Background: an optimization exercise with open tools, aiming at small area and few clock cycles per item. Do not read the settings as production practice.
In this exercise RTL edits were held to simulation tests only and were not proved equivalent to the original.

## job 1625
## fp_mul_pipe
module fp_mul_pipe #(
  parameter int EXP_W = 8,
  parameter int MAN_W = 23,
  parameter int TAG_W = 4
) (
  input  logic                           clk,
  input  logic                           rst_n,
  input  logic                           in_valid,
  output logic                           in_ready,
  input  logic [EXP_W+MAN_W:0]           in_a,
  input  logic [EXP_W+MAN_W:0]           in_b,
  input  logic [TAG_W-1:0]               in_tag,
  output logic                           out_valid,
  input  logic                           out_ready,
  output logic [EXP_W+MAN_W:0]           out_y,
  output logic [TAG_W-1:0]               out_tag,
  output logic [3:0]                     out_flags
);
==> flow/config.mk <==
export PLATFORM = sky130hd
export DESIGN_NAME = fp_mul_pipe
export DESIGN_NICKNAME = fp_mul_pipe
export VERILOG_FILES = /design/flow/design.v
export SDC_FILE = /design/flow/constraint.sdc
export NUM_CORES = 4
export LEC_CHECK = 0
export ABC_AREA = 1
export CAP_MARGIN = 20
export CORE_MARGIN = 2
export CORE_UTILIZATION = 30
export SLEW_MARGIN = 20
export SYNTH_HIERARCHICAL = 1
==> flow/constraint.sdc <==
create_clock -name core_clock -period 7.5 [get_ports {clk}]
set_input_delay 1.5000 -clock core_clock [delete_from_list [all_inputs] [get_ports {clk}]]
set_output_delay 1.5000 -clock core_clock [all_outputs]
set_load 0.01 [all_outputs]
standard.sh (not shown) runs the stock make flow with config.mk's settings and CLKGATE_MAP_FILE= SYNTH_SCRIPT=/design/flow/synth_recipe.tcl, a recipe that flattens the netlist after the stock synthesis.
==> flow/flow/run.sh <==
#!/bin/bash
# Own flow: the standard layout (standard.sh, which runs the standard
# synthesis unchanged and ORFS from floorplan to finish), except that the
# input and output ports are buffered with the smallest buffer cell
# (sky130_fd_sc_hd__buf_1) instead of the cell buffer_ports picks by default.
# Repair may still resize these buffers where timing or slew needs it.
set -euo pipefail
export BUFFER_PORTS_ARGS="-buffer_cell sky130_fd_sc_hd__buf_1"
bash standard.sh finish > standard_flow.log 2>&1
Testbench counts of job 1625, summed over its fixed seeds: cycles 24,008, items 24,000.
The inputs of job 2078 differ from those of job 1625 as listed below.
# job 1625
export LEC_CHECK = 0
export ABC_AREA = 1
export CAP_MARGIN = 20
export CORE_MARGIN = 2
export CORE_UTILIZATION = 30
export SLEW_MARGIN = 20
export SYNTH_HIERARCHICAL = 1
create_clock -name core_clock -period 7.5 [get_ports {clk}]
# job 2078
export LEC_CHECK = 0
export ABC_AREA = 1
export CAP_MARGIN = 20
export CORE_MARGIN = 2
export CORE_UTILIZATION = 40
export SLEW_MARGIN = 20
export SYNTH_HIERARCHICAL = 1
create_clock -name core_clock -period 7.5 [get_ports {clk}]
==> flow/run.sh (new file) <==
#!/bin/bash
# synth_recipe.tcl (not shown) runs the flow's synth.tcl, then flattens the netlist and writes it again
# the make line also repeats each setting of config.mk as NAME=value (left out here)
make -C /OpenROAD-flow-scripts/flow DESIGN_CONFIG=/design/flow/config.mk WORK_HOME=/design/flow/orfs CLKGATE_MAP_FILE= SYNTH_SCRIPT=/design/flow/synth_recipe.tcl finish
removed: flow/flow/run.sh
removed: flow/standard.sh
Findings:
- Looking only at final area, and setting everything else aside, the lower value of job 1625 and job 2078 goes to job 1625.
- Taking job 1625 as the reference, in job 2078 slew at the pin closest to its max-slew limit saw an increase; routed wire length has decreased; end-of-flow core utilization shows an increase of 14 points.
The inputs of job 1652 differ from those of job 2078 as listed below.
==> flow/flow/run.sh (new file) <==
#!/bin/bash
# Own flow: the standard layout (standard.sh, which runs the standard
# synthesis unchanged and ORFS from floorplan to finish), except that the
# input and output ports are buffered with the smallest buffer cell
# (sky130_fd_sc_hd__buf_1) instead of the cell buffer_ports picks by default.
# Repair may still resize these buffers where timing or slew needs it.
set -euo pipefail
export BUFFER_PORTS_ARGS="-buffer_cell sky130_fd_sc_hd__buf_1"
bash standard.sh finish > standard_flow.log 2>&1
==> flow/standard.sh (new file) <==
#!/bin/bash
# synth_recipe.tcl (not shown) runs the flow's synth.tcl, then flattens the netlist and writes it again
# the make line also repeats each setting of config.mk as NAME=value (left out here)
make -C /OpenROAD-flow-scripts/flow DESIGN_CONFIG=/design/flow/config.mk WORK_HOME=/design/flow/orfs CLKGATE_MAP_FILE= SYNTH_SCRIPT=/design/flow/synth_recipe.tcl "${@:-finish}"
removed: flow/run.sh
- Job 1652 completed end to end with timing, DRC and antenna clean.
- Re depth of the worst hold-timing path: no difference whatsoever between job 1652 and job 2078.
- Diff job 2078 -> job 1652: via count dropped 2.2%.
- The final reports for job 1652 and job 2078 show average via count per standard cell higher in the former.
- As far as number of hold buffers added after cts goes, job 1652 and job 2078 are indistinguishable; the numbers are identical.
- Compared with job 2078, job 1652 shows share of cells above drive strength 1 lower by 3.0 points.
- Side by side, layout overhead on the synthesized area turned out lower in job 1652 than in job 2078.

* * *

Another version of the RTL of fp_mul_pipe (not shown whole).
For scale: about 45 flip-flops, ~110 I/O pins.
==> flow/config.mk <==
export PLATFORM = sky130hd
export DESIGN_NAME = fp_mul_pipe
export DESIGN_NICKNAME = fp_mul_pipe
export VERILOG_FILES = /design/flow/design.v
export SDC_FILE = /design/flow/constraint.sdc
export NUM_CORES = 4
export LEC_CHECK = 0
export ABC_AREA = 1
export CAP_MARGIN = 20
export CORE_MARGIN = 2
export CORE_UTILIZATION = 40
export SLEW_MARGIN = 20
export SYNTH_HIERARCHICAL = 1
==> flow/constraint.sdc <==
create_clock -name core_clock -period 7.5 [get_ports {clk}]
set_input_delay 1.5000 -clock core_clock [delete_from_list [all_inputs] [get_ports {clk}]]
set_output_delay 1.5000 -clock core_clock [all_outputs]
set_load 0.01 [all_outputs]
==> flow/flow/run.sh <==
#!/bin/bash
# Own flow: the standard layout (standard.sh, which runs the standard
# synthesis unchanged and ORFS from floorplan to finish), except that the
# input and output ports are buffered with the smallest buffer cell
# (sky130_fd_sc_hd__buf_1) instead of the cell buffer_ports picks by default.
# Repair may still resize these buffers where timing or slew needs it.
set -euo pipefail
export BUFFER_PORTS_ARGS="-buffer_cell sky130_fd_sc_hd__buf_1"
bash standard.sh finish > standard_flow.log 2>&1
Testbench counts at the start, summed over its fixed seeds: cycles 24,008, items 24,000.
Next try:
==> flow/flow/run.sh (replaced) <==
#!/bin/bash
# Own flow: the standard layout (standard.sh, which runs the standard
# synthesis unchanged and ORFS from floorplan to finish), with two changes:
# - the input and output ports are buffered with the smallest buffer cell
#   (sky130_fd_sc_hd__buf_1) instead of the cell buffer_ports picks by
#   default; repair may still resize them where timing or slew needs it;
# - after global routing, ORFS's power recovery (repair_timing
#   -recover_power) downsizes gates on paths that have slack to spare.
set -euo pipefail
export BUFFER_PORTS_ARGS="-buffer_cell sky130_fd_sc_hd__buf_1"
export RECOVER_POWER=100
bash standard.sh finish > standard_flow.log 2>&1
The new run finished but failed the layout checks on max-capacitance violations, max-slew violations.
Core utilization decreases by 0.13 points.
Die area is unchanged.
Final cell count stays the same.
Synthesized cell count is unchanged.
Count of clock-buffer cells in the layout is unchanged.
Global-route usage is unchanged.
Next try:
==> flow/flow/run.sh (replaced) <==
#!/bin/bash
# Own flow: the standard layout (standard.sh, which runs the standard
# synthesis unchanged and ORFS from floorplan to finish), except that the
# input and output ports are buffered with the smallest buffer cell
# (sky130_fd_sc_hd__buf_1) instead of the cell buffer_ports picks by default.
# Repair may still resize these buffers where timing or slew needs it.
set -euo pipefail
export BUFFER_PORTS_ARGS="-buffer_cell sky130_fd_sc_hd__buf_1"
bash standard.sh finish > standard_flow.log 2>&1
--- a/flow/config.mk
+++ b/flow/config.mk
@@ -13,0 +14 @@
+export TNS_END_PERCENT = 0
With this change the flow completed without violations.
Synthesized cell count does not change.
Setup slack improved by 38 ps.
Via count barely changes.
Next try:
--- a/flow/config.mk
+++ b/flow/config.mk
@@ -11,0 +12 @@
+export PLACE_DENSITY = 0.9
@@ -14 +14,0 @@
-export TNS_END_PERCENT = 0
Effect:
- clock-buffer cell count is unchanged
- global-route usage decreases by 1.0 points
- wire length decreases by 2.1%
- final area decreases by 1.1%

* * *

## sierra
Another version of the RTL of fp_mul_pipe (not shown whole).
Size in the first run: roughly 1700 cells after synthesis, ~110 I/O pins, roughly 16000 sq um of cells after synthesis.
==> flow/config.mk <==
export PLATFORM = sky130hd
export DESIGN_NAME = fp_mul_pipe
export DESIGN_NICKNAME = fp_mul_pipe
export VERILOG_FILES = /design/flow/design.v
export SDC_FILE = /design/flow/constraint.sdc
export NUM_CORES = 4
export LEC_CHECK = 0
export ABC_AREA = 1
export CAP_MARGIN = 20
export CORE_MARGIN = 2
export CORE_UTILIZATION = 40
export PLACE_DENSITY = 0.8
export SLEW_MARGIN = 20
export SYNTH_HIERARCHICAL = 1
==> flow/constraint.sdc <==
create_clock -name core_clock -period 7.5 [get_ports {clk}]
set_input_delay 1.5000 -clock core_clock [delete_from_list [all_inputs] [get_ports {clk}]]
set_output_delay 1.5000 -clock core_clock [all_outputs]
set_load 0.01 [all_outputs]
==> flow/flow/run.sh <==
#!/bin/bash
# Own flow: the standard layout (standard.sh) with three changes:
# - after the standard synthesis (run unchanged), the combinational cells of
#   its netlist are mapped again by ABC (flow/remap.ys.in, flow/remap.abc);
#   the flip-flops (same names and cell types) and the full/half adder cells
#   are kept exactly as the standard synthesis made them;
# - the input and output ports are buffered with the smallest buffer cell
#   (sky130_fd_sc_hd__buf_1) instead of the cell buffer_ports picks by
#   default; repair may still resize them where timing or slew needs it.
# Each tool's output goes to a log file of its own in this folder.
set -euo pipefail
export BUFFER_PORTS_ARGS="-buffer_cell sky130_fd_sc_hd__buf_1"
R="$PWD/orfs/results/sky130hd/fp_mul_pipe/base"
LIB="$FLOW_HOME/platforms/sky130hd/lib/sky130_fd_sc_hd__tt_025C_1v80.lib"
bash standard.sh synth > standard_synth.log 2>&1
cp "$R/1_2_yosys.v" "$PWD/standard_netlist.v"
sed -e "s#@LIB@#$LIB#g" -e "s#@NETLIST@#$PWD/standard_netlist.v#" \
    -e "s#@OUT@#$PWD/remapped_netlist.v#" flow/remap.ys.in > remap.ys
"${YOSYS_EXE:-$FLOW_HOME/../tools/install/yosys/bin/yosys}" -q -l remap.log remap.ys > remap_stdout.log 2>&1
cp "$PWD/remapped_netlist.v" "$R/1_2_yosys.v"
touch "$R/1_2_yosys.v"
bash standard.sh finish > standard_flow.log 2>&1
==> flow/flow/remap.abc <==
strash
dc2
dch -f
map -B 0.9
topo
stime -c
buffer -c
upsize -c
dnsize -c
Other scripts of this flow, unchanged in this note and not shown: flow/flow/remap.ys.in
Layout checks on sierra: not met. Flow itself completed; violations: negative setup slack.
Testbench counts of sierra, summed over its fixed seeds: cycles 24,008, items 24,000.
Inputs modified between sierra and tundra:
==> flow/flow/remap.abc <==
strash
dch
map -B 0.9
topo
stime -c
buffer -c
upsize -c
dnsize -c
strash
dch
map -B 0.9
topo
stime -c
buffer -c
upsize -c
dnsize -c
==> comparison <==
tundra | stages: all done | timing, DRC, antenna: all pass. Compared with sierra, in tundra clock-buffer cell count rose 1, final cell utilization of the core fell 7.6 points.

-- afterwards: timing with drivers on the ports --
The flow's constraints put no driver on any port. The routed layouts listed below were extracted and timed again, unchanged, in two steps.
Step 1 (the two cells are an assumption about what drives the block):
set clk [get_ports {clk}]
set_driving_cell -lib_cell sky130_fd_sc_hd__clkbuf_16 $clk
set_driving_cell -lib_cell sky130_fd_sc_hd__buf_2 [delete_from_list [all_inputs] $clk]
Step 2 also shifts input and output timing later by t, the mid clock arrival at the registers, as if the neighbouring blocks saw the same clock.
Slacks: ideal ports / drivers / drivers and shift; pairs: ideal ports / drivers.
run	shift t [ns]	slack for setup (ns)	worst setup path after step 2	worst data-port slew with drivers (ns)
job 1625	0.341	0.307 / 0.315 / -0.026	input to register	0.14
job 2078	0.335	0.288 / 0.302 / -0.033	input to register	0.07
job 1652	0.334	0.222 / 0.221 / -0.112	input to register	0.11
the first run of note 2	0.330	0.432 / 0.412 / 0.082	input to register	0.13
the second run of note 2	0.330	0.395 / 0.407 / 0.077	input to register	0.13
the third run of note 2	0.330	0.432 / 0.412 / 0.082	input to register	0.13
the fourth run of note 2	0.318	0.190 / 0.199 / -0.119	input to register	0.16
sierra	0.321	-0.185 / -0.203 / -0.523	input to register	0.07
tundra	0.321	0.267 / 0.251 / -0.069	input to register	0.14
Met with ideal ports but missed after step 2: setup timing in 5 of these runs.
